From an optimization exercise on the open Yosys and OpenROAD flow, aimed at small area, a short achievable clock period and few clock cycles per item; shortcuts taken in it are not production practice. Function was checked by simulation only, so behaviour that the tests miss may differ from the original. Power is estimated from default activity; no workload was simulated.

`flow/run.sh`:
```
#!/bin/bash
# The standard layout, with the port buffers made of the smallest buffer cell
# instead of the default choice. Each tool's output goes to ORFS's own logs
# under orfs/logs/; make's output goes to standard.log.
set -euo pipefail
export BUFFER_PORTS_ARGS="-buffer_cell sky130_fd_sc_hd__buf_1"
bash standard.sh > standard.log 2>&1
```
`standard.sh`:
```
#!/bin/bash
# synth_recipe.tcl (not shown) runs the flow's synth.tcl, then flattens the netlist and writes it again
# the make line also repeats each setting of config.mk as NAME=value (left out here)
make -C /OpenROAD-flow-scripts/flow DESIGN_CONFIG=/design/flow/config.mk WORK_HOME=/design/flow/orfs CLKGATE_MAP_FILE= SYNTH_SCRIPT=/design/flow/synth_recipe.tcl "${@:-finish}"
```
`config.mk`:
```
export PLATFORM = sky130hd
export DESIGN_NAME = weight_loader
export DESIGN_NICKNAME = weight_loader
export VERILOG_FILES = /design/flow/design.v
export SDC_FILE = /design/flow/constraint.sdc
export NUM_CORES = 4
export LEC_CHECK = 0
export CAP_MARGIN = 20
export CORE_MARGIN = 2
export CORE_UTILIZATION = 40
export CTS_BUF_LIST = sky130_fd_sc_hd__clkbuf_8
export CTS_CLUSTER_SIZE = 30
export PLACE_DENSITY = 0.6
export SETUP_SLACK_MARGIN = 4.5
export SLEW_MARGIN = 20
```
`constraint.sdc`:
```
create_clock -name core_clock -period 8.0 [get_ports {clk}]
set_input_delay 1.6000 -clock core_clock [delete_from_list [all_inputs] [get_ports {clk}]]
set_output_delay 1.6000 -clock core_clock [all_outputs]
set_load 0.01 [all_outputs]
```
`design.v`:
```
`timescale 1ns/1ps
`default_nettype none
package wl_data_pkg;
    typedef logic [8-1:0] weight_t;
    typedef logic [4*8-1:0] weight_vec_t;
    typedef union packed {
        weight_vec_t                  by_ch;     
        weight_t [4-1:0]     by_col;    
    } rom_word_u;
    typedef logic [4*4*4*8-1:0] kernel_t;
endpackage
`default_nettype wire
`timescale 1ns/1ps
`default_nettype none
package wl_ctrl_pkg;
    typedef logic [14-1:0]   rom_addr_t;    
    typedef logic [7-1:0]  group_t;       
    typedef logic [6-1:0] out_ch_t;      
    typedef logic [$clog2(4)-1:0]            row_t;   
    typedef logic [$clog2(4*4)-1:0] pos_t;   
    typedef enum logic [1:0] {
        SEQ_IDLE,
        SEQ_RUN,
        SEQ_DONE
    } seq_state_t;
    typedef enum logic [2:0] {
        L_IDLE,
        L_SKEW,      
        L_BURST,     
        L_GAP,       
        L_DONE
    } lane_state_t;
endpackage
`default_nettype wire
`timescale 1ns/1ps
`default_nettype none
module weight_loader (
    input  logic                     clk,
    input  logic                     reset,
    input  logic                     start,
    input  logic                     stall,          
    input  logic                     single_ch,      
    input  logic [6:0]               ch_groups,
    input  logic [5:0]               out_ch,
    input  logic [13:0]              base_addr,
    input  logic [31:0]              rom_data_0,
    input  logic [31:0]              rom_data_1,
    input  logic [31:0]              rom_data_2,
    input  logic [31:0]              rom_data_3,
    output logic                     rom_rd_en,
    output logic [13:0]              rom_addr,
    output logic [127:0]             col_weights,    
    output logic                     idle,
    output logic                     done
);
    logic        run_q;          
    logic        done_q;         
    logic [2:0]  ph_q;           
    logic [1:0]  row_q;          
    logic [6:0]  grp_q;          
    logic        rd_q;           
    logic        rdv_q;          
    logic [13:0] addr_q;         
    logic [3:0]  vn_q;           
    logic [3:0]  vhn_q;          
    logic        step;
    logic        go;
    logic        pre;
    logic        last;
    logic        ph6;
    logic        row3;
    logic        fin;
    logic        v0_n;
    logic        horner;
    logic        hb_n;
    logic        hb_q;           
    logic [13:0] add_b;
    logic [13:0] sum;
    logic [11:0] mcand;          
    assign step = !stall;
    assign go   = start && !run_q;
    assign pre  = (grp_q == 7'd0);            
    assign last = (grp_q == ch_groups);
    assign ph6  = (ph_q == 3'd6);
    assign row3 = (row_q == 2'd3);
    assign fin  = ph6 && row3 && last;
    assign v0_n = run_q && (ph6 ? (row3 ? !last : !pre) : (ph_q < 3'd3 && !pre));
    assign horner = pre && !(row3 && (ph_q == 3'd5 || ph_q == 3'd6));
    assign mcand  = c_q[1][11:0];
    always_comb begin
        case ({row_q[0], ph_q})
            4'b0_101: hb_n = ch_groups[1];
            4'b0_110: hb_n = ch_groups[2];
            4'b1_000: hb_n = ch_groups[3];
            4'b1_001: hb_n = ch_groups[4];
            4'b1_010: hb_n = ch_groups[5];
            default:  hb_n = ch_groups[6];
        endcase
        if (go)   hb_n = ch_groups[0];
    end
    always_comb begin
        if (horner) add_b = hb_q ? {mcand, 2'b00} : 14'd0;
        else        add_b = single_ch ? 14'd4 : 14'd1;
    end
    assign sum = addr_q + add_b;
    always_ff @(posedge clk) begin
        if (reset) begin
            run_q  <= 1'b0;
            done_q <= 1'b0;
            rd_q   <= 1'b0;
            vn_q   <= '1;
            vhn_q  <= '1;
        end else if (step) begin
            vn_q  <= {vn_q[2:0], !v0_n};
            vhn_q <= {vhn_q[2:0], !(v0_n && !single_ch)};
            if (go) begin
                run_q  <= 1'b1;
                done_q <= 1'b0;
                rd_q   <= 1'b0;
            end else if (run_q) begin
                if (fin) begin
                    run_q  <= 1'b0;
                    done_q <= 1'b1;
                end
                rd_q <= (ph_q == 3'd4) &&
                        (single_ch ? (row3 && !last) : (!row3 || !last));
            end
        end
    end
    always_ff @(posedge clk) begin
        if (step) begin
            hb_q <= hb_n;
            if (go) begin
                ph_q  <= 3'd5;
                row_q <= 2'd2;
                grp_q <= '0;
            end else begin
                ph_q <= ph6 ? 3'd0 : ph_q + 3'd1;
                if (ph6) begin
                    row_q <= row_q + 2'd1;
                    if (row3) grp_q <= grp_q + 7'd1;
                end
            end
        end
    end
    assign rom_rd_en = rd_q && !stall;
    assign rom_addr  = addr_q;
    always_ff @(posedge clk) begin
        rdv_q <= rom_rd_en && !reset;
        if (step && go) begin
            addr_q <= base_addr;
        end else if ((step && run_q && horner) || rom_rd_en) begin
            addr_q <= sum;
        end
    end
    assign idle = !run_q;
    assign done = done_q;
    logic [31:0] rn_q [4];       
    logic [31:0] c_q [1:3];      
    always_ff @(posedge clk) begin
        if (rdv_q) begin
            c_q[1] <= rom_data_1;
            c_q[2] <= rom_data_2;
            c_q[3] <= rom_data_3;
        end else if (step && go) begin
            c_q[1][11:0] <= 12'(out_ch);
        end else if (step && run_q && horner) begin
            c_q[1][11:0] <= {c_q[1][10:0], 1'b0};
        end
    end
    always_ff @(posedge clk) begin
        if (rdv_q) begin
            rn_q[0] <= ~rom_data_0;
        end else if (step && run_q) begin
            if (!single_ch) begin
                case (ph_q)
                    3'd0: rn_q[0] <= ~c_q[1];
                    3'd1: rn_q[0] <= ~c_q[2];
                    3'd2: rn_q[0] <= ~c_q[3];
                    default: ;
                endcase
            end else if (ph_q < 3'd3) begin
                rn_q[0][23:0] <= rn_q[0][31:8];
            end else if (ph6 && !row3) begin
                rn_q[0] <= ~c_q[row_q + 2'd1];
            end
        end
    end
    always_ff @(posedge clk) begin
        if (step) begin
            rn_q[1] <= rn_q[0];
            rn_q[2] <= rn_q[1];
            rn_q[3] <= rn_q[2];
        end
    end
    for (genvar i = 0; i < 4; i++) begin : g_col
        assign col_weights[32*i +: 8]      = ~(rn_q[i][7:0]  | {8{vn_q[i]}});
        assign col_weights[32*i + 8 +: 24] = ~(rn_q[i][31:8] | {24{vhn_q[i]}});
    end
endmodule
`default_nettype wire
```
==> impl_metrics.csv, run 1 <==
group,metric,value,unit
floorplanning,io_pins,305,
setup_path,end_kind,"output pin",
min_path,worstHoldPathType,"reg -> reg",
timing,slew_headroom,36.9,%
yosys,yosys.area.top_type,"edfxtp_1",
setup_path,r2r_slack,4.80,ns
clock_tree,clk_latency,0.56,ns
finish,mostFrequentLayoutCells,"301 x buf_1, 251 x edfxtp_1, 220 x nor2_1",
power,peakVddDrop,0.000138,V
power,combPwrFrac,9.6,%
yosys,syn_avg_cell_area,11.8,um2
finish,drive_above_1_share,8.06,%
routing,via_per_inst,5.33,
clock_tree,cts_hold_buffers,0,
floorplanning,initial_utilization,40.8,%
min_path,min-delay-start,"rn_q[1][13]",
setup_path,reg2reg_from,"ph_q[0]",
timing,layout_min_cycle_time,3.58,ns
grt,gr-total-overflow,0,
job,cap_viol_max_count,0,
power,p_int,2.30,mW
clock_tree,clock-sinks,263,
setup_path,worstPathArrival,1.98,ns
yosys,syn_area,11800,um2
yosys,ys_seq_elements,263,
power,power_density,216,nW/um2
floorplanning,fp.dieArea,30800,um2
routing,routed_wl,35000,um
grt,grt_start_max_net_pins,66,
clock_tree,clk_pin_slew,0.06,ns
power,p_switching,0.770,mW
yosys,synth_top_family_by_area,"compound AO/OA/AOI/OAI gates",
floorplanning,row_count,62,
routing,first_pass_iters,5,
timing,hold_viol_final,0,
yosys,synthXorXnorAreaFrac,1.86,%
timing,rsz0062_at_grt,"true",
yosys,yosysWarnings,35,
finish,seq_area,7790,um2
power,p_sw_share,25.1,%
status,status,"timing/DRC/antenna clean",
yosys,synth_compound_area_share,15.1,%
finish,area_delta_synth_final,21.0,%
yosys,synth_mux_area_share,0.681,%
clock_tree,h-tree-depth,2,
routing,drtIter0Drc,792,
timing,setup_viol,0,
grt,antenna_found_initial,1,
setup_path,crit_required,6.40,ns
grt,grt_pass1_wl,50900,um
routing,drc_errors,0,
power,p_leak,4.85,nW
min_path,min_delay_path_depth,0,
min_path,whs_endpoint,"rn_q[2][13]",
timing,maxSlewViolCount,0,
placed_design,dp_hpwl,24900,um
yosys,synthAdderAreaFrac,2.34,%
timing,post-route-period-util,44.8,%
grt,track_usage,21.9,%
clock_tree,cts_tree,"done",
grt,grt_pass1_vias,8700,
yosys,synth_cell_types,49,
setup_path,worstSetupPathType,"in -> out",
power,pwr-share-seq,52.0,%
finish,final_common_cell,"buf_1",
finish,nNetsFinal,1479,
floorplanning,die_h,175,um
yosys,syn-num-nets,1176,
yosys,ys_seq_area_share,66.1,%
yosys,yosys.area_share.simple,11.1,%
clock_tree,cts_buffer_depth,3,
timing,max_freq,279,MHz
placed_design,io_buffers,304,
power,power,3.07,mW
setup_path,r2r.worst_path.cells,12,
finish,multi_input_area,3700,um2
yosys,netlist_top_cells_area,"edfxtp_1 64%, nor2_1 7.1%, a21oi_1 3.7%",
clock_tree,cts-root-buf,"clkbuf_8",
yosys,synthFlopType,"edfxtp_1",
finish,fillers,2711,
placed_design,gp_congestion,0.854,
yosys,syn_inst,994,
power,power.clock.fraction,38.4,%
routing,vias,9137,
setup_path,crit_fanout,2,
setup_path,r2r-end,"addr_q[11]",
yosys,synth_edf_count,251,
floorplanning,die_w,175,um
yosys,yosysTopAreaCellShare,64.1,%
clock_tree,cts_inserted_buffers,46,
floorplanning,core-area,28900,um2
timing,finalSetupTns,0,ns
timing,tightest_slew,0.947,ns
timing,clock_skew,0.0222,ns
routing,ant_nets,0,
routing,avgRoutedWirePerCell,20.4,um
yosys,async_flop_share,0,%
setup_path,startpoint_type,"input pin",
[power by group through the flow]
stage	clock network, mW	logic [mW]	registers [mW]
after floorplan	0	0.186	1.61
after global placement	0	0.283	1.62
after detailed placement	0	0.287	1.62
after CTS	1.21	0.292	1.60
after global routing	1.27	0.323	1.60
final	1.18	0.296	1.60
[cells by family after synthesis]
logic type                 Yosys count
AOI/OAI and AO/OA                  274
xor gates and xnor gates            25
adders and majority gates           22
buffers and inverters               84
DFF                                263
muxes                                8
and+or+nand+nor                    318
[per-stage QoR]
step | instances | util [%] | cell area, um2 | hold slack, ns | setup WS (ns)
after detailed placement | 1629 | 45.9 | 13200 | 0.434 | 3.32
after floorplan | 994 | - | 11800 | 0.427 | 3.75
final | 1713 | 49.3 | 14200 | 0.444 | 4.42
after CTS | 1710 | 49.2 | 14200 | 0.444 | 4.41
after global routing | 1712 | 49.3 | 14200 | 0.452 | 4.39
after global placement | 1629 | 45.9 | 13200 | 0.431 | 3.45
[cell usage after synthesis (all sizes together), types with 12 or more instances]
cell    number
nand2       54
and2        16
ha          22
dfxtp       12
o21ai       33
inv         17
o22ai       34
nor2       223
buf         13
a21oi       86
o221ai      26
a22oi       57
clkbuf      53
xnor2       14
edfxtp     251
[worst max path at each step]
stage | from | to | slack, ns | depth (start not counted)
6_report | stall | rom_rd_en | 4.42 | 4
5_1_grt | stall | rom_rd_en | 4.39 | 4
4_1_cts | stall | rom_rd_en | 4.41 | 4
3_5_place_dp | single_ch | addr_q[11] | 3.32 | 10
3_3_place_gp | single_ch | addr_q[11] | 3.45 | 10
2_1_floorplan | stall | addr_q[13] | 3.75 | 5
[sequential cells by signal, indices dropped and copies added (netlist names)]
register	count
vn_q	4
rn_q	128
rd_q	1
row_q	2
rdv_q	1
run_q	1
grp_q	7
c_q	96
addr_q	14
hb_q	1
done_q	1
vhn_q	4
ph_q	3
[worst max-delay path, stage by stage]
cell	delay, ns
buf_8	0.10
buf_12	0.12
nor2_4	0.07
buf_6	0.10
[per-layer routing]
metal | global-route usage (%) | routed length, um | share of wire, %
met5 | 0 | 0 | 0
met4 | 6.75 | 898 | 2.6
met3 | 4.16 | 2980 | 8.5
met2 | 34.7 | 15900 | 46
met1 | 30.6 | 15200 | 43
[cell type report]
type	instances	share of cell area, %
inverter	18	0.528
antenna	2	0.0352
sequential	263	54.7
tap	384	3.38
clock inverter	32	1.57
multi-input combinational	647	26.0
clock buffer	46	4.45
timing repair buffer	321	9.34
[what timing repair did]
item                       CTS  global route
gates resized for setup     13             7
buffers inserted             2             1
pin swaps                    0             1
gates cloned                 1             0
setup endpoints to repair   29             8
Testbench counts, summed over its fixed seeds: cycles 14,620, groups 499.
==> inputs of run 2 (changes only) <==
--- a/config.mk
+++ b/config.mk
@@ -9,6 +9,4 @@
 export CORE_MARGIN = 2
 export CORE_UTILIZATION = 40
-export CTS_BUF_LIST = sky130_fd_sc_hd__clkbuf_8
-export CTS_CLUSTER_SIZE = 30
 export PLACE_DENSITY = 0.6
 export SETUP_SLACK_MARGIN = 4.5
==> impl_metrics.csv, run 2 <==
group,metric,value,unit
power,p_sw_share,23.5,%
yosys,netlist_top_cells_area,"edfxtp_1 64%, nor2_1 7.1%, a21oi_1 3.7%",
yosys,ys_seq_area_share,66.1,%
placed_design,dpl.cell_count,1629,
clock_tree,clk_latency,0.55,ns
finish,drive_above_1_share,6.77,%
yosys,yosysWarnings,35,
power,p_switching,0.765,mW
finish,fillers,2685,
power,peakVddDrop,0.000153,V
grt,grt_start_max_net_pins,66,
grt,antenna_found_initial,0,
routing,avgRoutedWirePerCell,20.7,um
finish,mostFrequentLayoutCells,"301 x buf_1, 251 x edfxtp_1, 220 x nor2_1",
timing,hold_viol_final,0,
routing,ant_nets,0,
timing,rsz0062_at_grt,"true",
grt,grt_pass1_wl,50700,um
floorplanning,io_pins,305,
setup_path,crit_required,6.40,ns
yosys,syn-num-nets,1176,
routing,routed_wl,34900,um
setup_path,crit_fanout,2,
clock_tree,cts_inserted_buffers,29,
setup_path,end_kind,"output pin",
clock_tree,cts_tree,"done",
power,combPwrFrac,9.1,%
finish,area_delta_synth_final,21.9,%
grt,grt_pass1_vias,8596,
power,pwr-share-seq,49.0,%
timing,maxSlewViolCount,0,
yosys,syn_avg_cell_area,11.8,um2
clock_tree,clk_pin_slew,0.06,ns
power,p_leak,4.85,nW
routing,drtIter0Drc,973,
setup_path,worstPathArrival,1.99,ns
job,cap_viol_max_count,0,
floorplanning,initial_utilization,40.8,%
floorplanning,die_w,175,um
finish,multi_input_area,3700,um2
grt,gr-total-overflow,0,
setup_path,startpoint_type,"input pin",
power,power.clock.fraction,41.8,%
timing,post-route-period-util,44.8,%
placed_design,gp_congestion,0.854,
finish,largest_register_ffs,128,
clock_tree,cts_buffer_depth,3,
timing,finalSetupTns,0,ns
setup_path,worstSetupPathType,"in -> out",
yosys,syn_area,11800,um2
yosys,synth_edf_count,251,
placed_design,dp_hpwl,24900,um
timing,tightest_slew,0.938,ns
power,power_density,227,nW/um2
timing,layout_min_cycle_time,3.59,ns
routing,via_per_inst,5.38,
finish,top_regs,"rn_q: 128 flops, c_q: 96 flops, addr_q: 14 flops",
placed_design,io_buffers,304,
yosys,synth_cell_types,49,
finish,regMostFlops,"rn_q",
routing,drc_errors,0,
floorplanning,fp.dieArea,30800,um2
clock_tree,h-tree-depth,1,
finish,seq_area,7790,um2
yosys,synth_common_cells,"251 x edfxtp_1, 222 x nor2_1, 86 x a21oi_1",
yosys,async_flop_share,0,%
timing,setup_viol,0,
floorplanning,die_h,175,um
yosys,yosys.cell_count.top_type,"edfxtp_1",
grt,track_usage,21.6,%
clock_tree,cts-root-buf,"clkbuf_16",
finish,final_common_cell,"buf_1",
yosys,ys_seq_elements,263,
yosys,yosysTopAreaCellShare,64.1,%
timing,clock_skew,0.00787,ns
timing,max_freq,279,MHz
status,status,"timing/DRC/antenna clean",
finish,nNetsFinal,1462,
floorplanning,row_count,62,
finish,final_cells,1684,
min_path,worstHoldPathType,"reg -> reg",
routing,first_pass_iters,5,
floorplanning,core-area,28900,um2
clock_tree,clock-sinks,263,
timing,slew_headroom,37.4,%
yosys,yosys.area.top_type,"edfxtp_1",
yosys,synthFlopType,"edfxtp_1",
yosys,syn_inst,994,
power,p_int,2.49,mW
routing,vias,9055,
run 2: cell counts after synthesis:
Identical to the previous run, type by type.
run 2: per-stage QoR:
step	instance area [um2]	hold slack (ns)	setup WS (ns)	power, mW	util (%)
CTS	14300	0.447	4.41	3.27	49.5
detailed placement	13200	0.434	3.32	1.91	45.9
floorplan	11800	0.427	3.75	1.79	-
global placement	13200	0.431	3.45	1.91	45.9
finish	14300	0.447	4.41	3.25	49.7
global route	14300	0.455	4.39	3.36	49.7
run 2: routing by layer:
layer | vias up | GRT usage [%] | share of wire (%)
met5 | - | 0 | 0
met4 | 0 | 5.13 | 2.2
met3 | 45 | 3.31 | 7.6
met2 | 434 | 35.1 | 46
met1 | 4294 | 30.7 | 44
li1 | 4282 | - | -
run 2: path summary, 6_finish.rpt:
check	startpoint	end	slack [ns]	cells past startpoint
setup / recovery	stall	rom_rd_en	4.41	4
hold / removal	rn_q[2][31]	rn_q[3][31]	0.45	0
setup reg to reg	ph_q[0]	addr_q[11]	4.77	12
hold reg to reg	rn_q[2][31]	rn_q[3][31]	0.45	0
run 2: logic make-up (layout without fill, tap and decap cells):
family	after synthesis	after routing	synth area share [%]
xor+xnor	25	25	1.86
simple gates	318	318	11.1
compound gates	274	274	15.1
flops	263	263	66.1
buf+inv	84	389	2.78
mux	8	8	0.681
other cells	0	1	0
fa+ha+maj	22	22	2.34
run 2: critical path, cell delays in order:
cell and delay (ns):
buf_8 0.10, buf_12 0.12, nor2_4 0.07, buf_6 0.10
run 2: final cells by class:
type / count / area share, %
Antenna cell: 1 / 0.0175
Clock buffer: 32 / 5.14
Clock inverter: 18 / 1.55
Inverter: 18 / 0.524
Multi-Input combinational cell: 647 / 25.8
Sequential cell: 263 / 54.3
Tap cell: 384 / 3.35
Timing Repair Buffer: 321 / 9.27
run 2: power groups by stage:
| stage | Sequential (mW) | Clock (mW) | Combinational (mW) |
|---|---|---|---|
| global route | 1.60 | 1.43 | 0.323 |
| detailed placement | 1.62 | 0 | 0.287 |
| global placement | 1.62 | 0 | 0.283 |
| finish | 1.60 | 1.36 | 0.296 |
| CTS | 1.60 | 1.38 | 0.292 |
| floorplan | 1.61 | 0 | 0.186 |
run 2: what timing repair did:
item,in CTS,in global routing
setup endpoints to repair,26,7
gates cloned,1,0
setup buffers,2,1
pin swaps,0,1
hold buffers,0,0
resized for setup,13,7
==> inputs of run 3 (changes only) <==
--- a/design.v
+++ b/design.v
@@ -169,21 +169,34 @@
         end
     end
-    always_ff @(posedge clk) begin
-        if (rdv_q) begin
-            rn_q[0] <= ~rom_data_0;
-        end else if (step && run_q) begin
+    logic        s_rom;          
+    logic [3:1]  s_c;            
+    logic        s_sh;           
+    logic        s_any;
+    logic [31:0] r0_n;
+    always_comb begin
+        s_rom = rdv_q;
+        s_c   = '0;
+        s_sh  = 1'b0;
+        if (!rdv_q && step && run_q) begin
             if (!single_ch) begin
-                case (ph_q)
-                    3'd0: rn_q[0] <= ~c_q[1];
-                    3'd1: rn_q[0] <= ~c_q[2];
-                    3'd2: rn_q[0] <= ~c_q[3];
-                    default: ;
-                endcase
-            end else if (ph_q < 3'd3) begin
-                rn_q[0][23:0] <= rn_q[0][31:8];
-            end else if (ph6 && !row3) begin
-                rn_q[0] <= ~c_q[row_q + 2'd1];
+                s_c[1] = (ph_q == 3'd0);
+                s_c[2] = (ph_q == 3'd1);
+                s_c[3] = (ph_q == 3'd2);
+            end else begin
+                s_sh   = (ph_q < 3'd3);
+                s_c[1] = ph6 && (row_q == 2'd0);
+                s_c[2] = ph6 && (row_q == 2'd1);
+                s_c[3] = ph6 && (row_q == 2'd2);
             end
         end
+        s_any = s_rom || (|s_c) || s_sh;
+        r0_n = ({32{s_rom}}  & ~rom_data_0)
+             | ({32{s_c[1]}} & ~c_q[1])
+             | ({32{s_c[2]}} & ~c_q[2])
+             | ({32{s_c[3]}} & ~c_q[3])
+             | ({32{s_sh}}   & {8'hff, rn_q[0][31:8]});
+    end
+    always_ff @(posedge clk) begin
+        if (s_any) rn_q[0] <= r0_n;
     end
     always_ff @(posedge clk) begin
--- a/config.mk
+++ b/config.mk
@@ -9,4 +9,6 @@
 export CORE_MARGIN = 2
 export CORE_UTILIZATION = 40
+export CTS_BUF_LIST = sky130_fd_sc_hd__clkbuf_8
+export CTS_CLUSTER_SIZE = 30
 export PLACE_DENSITY = 0.6
 export SETUP_SLACK_MARGIN = 4.5
==> impl_metrics.csv, run 3 <==
group,metric,value,unit
status,status,"timing/DRC/antenna clean",
clock_tree,cts_inserted_buffers,45,
floorplanning,die_w,170,um
setup_path,startpoint_type,"input pin",
timing,finalSetupTns,0,ns
floorplanning,core-area,27000,um2
floorplanning,row_count,60,
setup_path,r2r_slack,4.72,ns
yosys,ys_seq_elements,263,
finish,fillers,2493,
min_path,min-delay-start,"rn_q[1][16]",
placed_design,gp_congestion,0.904,
job,cap_viol_max_count,0,
setup_path,crit_required,6.40,ns
setup_path,r2r-end,"addr_q[12]",
floorplanning,fp.dieArea,28900,um2
power,power,2.92,mW
timing,maxSlewViolCount,0,
yosys,synth_edf_count,251,
routing,vias,8011,
yosys,synthFlopType,"edfxtp_1",
yosys,yosys.area.top_type,"edfxtp_1",
finish,final_common_cell,"buf_1",
power,p_sw_share,23.8,%
finish,multi_input_area,3120,um2
yosys,syn-num-nets,1023,
timing,post-route-period-util,45.2,%
setup_path,critical_path.startpoint,"stall",
placed_design,io_buffers,304,
yosys,synth_cell_types,49,
yosys,ys_seq_area_share,70.6,%
timing,max_freq,276,MHz
timing,tightest_slew,1.02,ns
yosys,yosys.cell_count.top_type,"edfxtp_1",
power,peakVddDrop,0.000117,V
floorplanning,initial_utilization,40.8,%
routing,ant_nets,0,
timing,slew_headroom,31.9,%
setup_path,worstPathArrival,2.02,ns
timing,rsz0062_at_grt,"true",
yosys,synth_common_cells,"251 x edfxtp_1, 180 x nor2_1, 47 x nand2_1",
timing,layout_min_cycle_time,3.62,ns
setup_path,reg2reg_from,"grp_q[5]",
setup_path,crit_fanout,4,
yosys,syn_inst,840,
grt,antenna_found_initial,3,
grt,grt_start_max_net_pins,85,
placed_design,dp_hpwl,22300,um
yosys,syn_avg_cell_area,13.1,um2
clock_tree,cts-root-buf,"clkbuf_8",
grt,track_usage,20.8,%
min_path,worstHoldPathType,"reg -> reg",
finish,area_delta_synth_final,23.3,%
yosys,netlist_top_cells_area,"edfxtp_1 68%, nor2_1 6.1%, o221ai_1 2.7%",
power,power_density,215,nW/um2
clock_tree,clock-sinks,263,
clock_tree,cts_tree,"done",
clock_tree,clk_pin_slew,0.06,ns
power,combPwrFrac,6.9,%
routing,drtIter0Drc,779,
floorplanning,die_h,170,um
yosys,syn_area,11000,um2
routing,avgRoutedWirePerCell,20.0,um
grt,gr-total-overflow,0,
routing,via_per_inst,5.19,
timing,setup_viol,0,
power,p_leak,4.64,nW
setup_path,end_kind,"output pin",
setup_path,r2r.worst_path.cells,12,
clock_tree,clk_latency,0.55,ns
yosys,yosysWarnings,3,
clock_tree,cts_buffer_depth,3,
routing,drc_errors,0,
floorplanning,io_pins,305,
timing,hold_viol_final,0,
finish,drive_above_1_share,8.93,%
finish,mostFrequentLayoutCells,"302 x buf_1, 251 x edfxtp_1, 177 x nor2_1",
setup_path,worstSetupPathType,"in -> out",
routing,routed_wl,30900,um
routing,first_pass_iters,5,
clock_tree,h-tree-depth,2,
finish,nNetsFinal,1349,
power,power.clock.fraction,38.6,%
yosys,yosysTopAreaCellShare,68.4,%
min_path,whs_endpoint,"rn_q[2][16]",
power,pwr-share-seq,54.5,%
yosys,async_flop_share,0,%
power,p_switching,0.695,mW
finish,regMostFlops,"rn_q",
finish,largest_register_ffs,128,
finish,top_regs,"rn_q: 128 flops, c_q: 96 flops, addr_q: 14 flops",
min_path,min_delay_path_depth,0,
grt,grt_pass1_wl,45000,um
clock_tree,cts_hold_buffers,0,
power,p_int,2.22,mW
timing,clock_skew,0.0243,ns
grt,grt_pass1_vias,7729,
finish,seq_area,7790,um2
[run 3: cell count changes in the layout (fill, tap and decap cells not counted), moves of 21 or more]
cell and change:
clkbuf_8 +45, a21oi_1 -42, clkbuf_16 -29, o22ai_1 -21
nor2_1 -43, o22a_1 +24, a22oi_1 -56
[run 3: worst max-delay path, stage by stage]
cell	delay, ns
buf_1	0.08
buf_6	0.14
nor2_4	0.09
buf_6	0.11
[run 3: layout make-up]
| class | count | area share [%] |
|---|---|---|
| inverters | 15 | 0.534 |
| well taps | 341 | 3.14 |
| clock buffers | 45 | 4.56 |
| flip-flops and latches | 263 | 57.3 |
| multi-input cells | 515 | 23.0 |
| clock inverters | 34 | 1.47 |
| repair buffers | 326 | 9.95 |
| diodes | 4 | 0.0737 |
[run 3: power groups by stage]
| stage | clock network [mW] | logic [mW] | registers, mW |
|---|---|---|---|
| after CTS | 1.16 | 0.196 | 1.59 |
| after global routing | 1.22 | 0.223 | 1.59 |
| final | 1.13 | 0.201 | 1.59 |
| after global placement | 0 | 0.188 | 1.62 |
| after floorplan | 0 | 0.116 | 1.60 |
| after detailed placement | 0 | 0.192 | 1.62 |
[run 3: worst max-delay path by stage]
stage                  end  slack (ns)
2_1_floorplan   rn_q[0][0]        3.84
3_3_place_gp   rn_q[0][22]        3.65
3_5_place_dp   rn_q[0][13]        3.63
4_1_cts          rom_rd_en        4.38
5_1_grt          rom_rd_en        4.36
6_report         rom_rd_en        4.38
[run 3: per-stage QoR]
stage / cells / cell area (um2) / hold WS (ns) / util, % / worst slack [ns]
2_1_floorplan: 840 / 11100 / 0.427 / - / 3.84
3_3_place_gp: 1447 / 12500 / 0.432 / 46.4 / 3.65
3_5_place_dp: 1448 / 12600 / 0.433 / 46.5 / 3.63
4_1_cts: 1533 / 13500 / 0.441 / 49.9 / 4.38
5_1_grt: 1541 / 13600 / 0.451 / 50.2 / 4.36
6_report: 1543 / 13600 / 0.439 / 50.3 / 4.38
[run 3: metal layers]
layer,wire (um),vias up,track usage [%]
met3,2340,63,4.67
met4,961,0,8.40
met5,0,-,0
met2,14000,349,32.1
li1,-,3786,-
met1,13600,3813,28.5
[run 3: logic make-up after synthesis]
| group | count (synthesis) | synth area share, % |
|---|---|---|
| AND/OR/NAND/NOR | 277 | 10.7 |
| multiplexers | 5 | 0.454 |
| adder cells (fa/ha/maj) | 23 | 2.61 |
| flip-flops | 263 | 70.6 |
| buffers and inverters | 62 | 2.17 |
| AO/OA/AOI/OAI | 185 | 11.4 |
| XOR/XNOR | 25 | 2.06 |
[run 3: repair_timing]
action | in CTS | in global routing
setup endpoints to repair | 66 | 104
setup buffers | 6 | 6
resized for setup | 12 | 13
hold endpoints to repair | 0 | 0
Testbench counts of run 3, summed over its fixed seeds: cycles 14,620, groups 499.

## re-timing with driven ports
The flow's constraints put no driver on any port. The routed layouts listed below were extracted and timed again, unchanged, in two steps.
Step 1: set_driving_cell puts a clkbuf_16 on clk and a buf_2 on each other input, an assumption about the parent block.
Step 2 adds t to the input delays and takes it off the output delays; t is the mean of the earliest and latest rising clock arrival at the registers after step 1. Input paths then give back, and output paths get back, about the clock's delay inside the block.
Three values: ideal ports, drivers, drivers and shift; two values: the first two.
run	t, ns	setup WS [ns]	hold WS [ns]	clock arrival spread, ns
run 1	0.600	4.416 / 4.378 / 4.149	0.444 / 0.444 / 0.444	0.030 / 0.030
run 2	0.597	4.414 / 4.377 / 4.143	0.447 / 0.447 / 0.447	0.008 / 0.008
run 3	0.585	4.382 / 4.360 / 4.146	0.439 / 0.439 / 0.439	0.026 / 0.027
After both steps setup and hold are still met in every run listed. For run 2, which loses most, drivers alone change the setup slack by -0.037 ns; drivers and shift together by -0.271 ns.
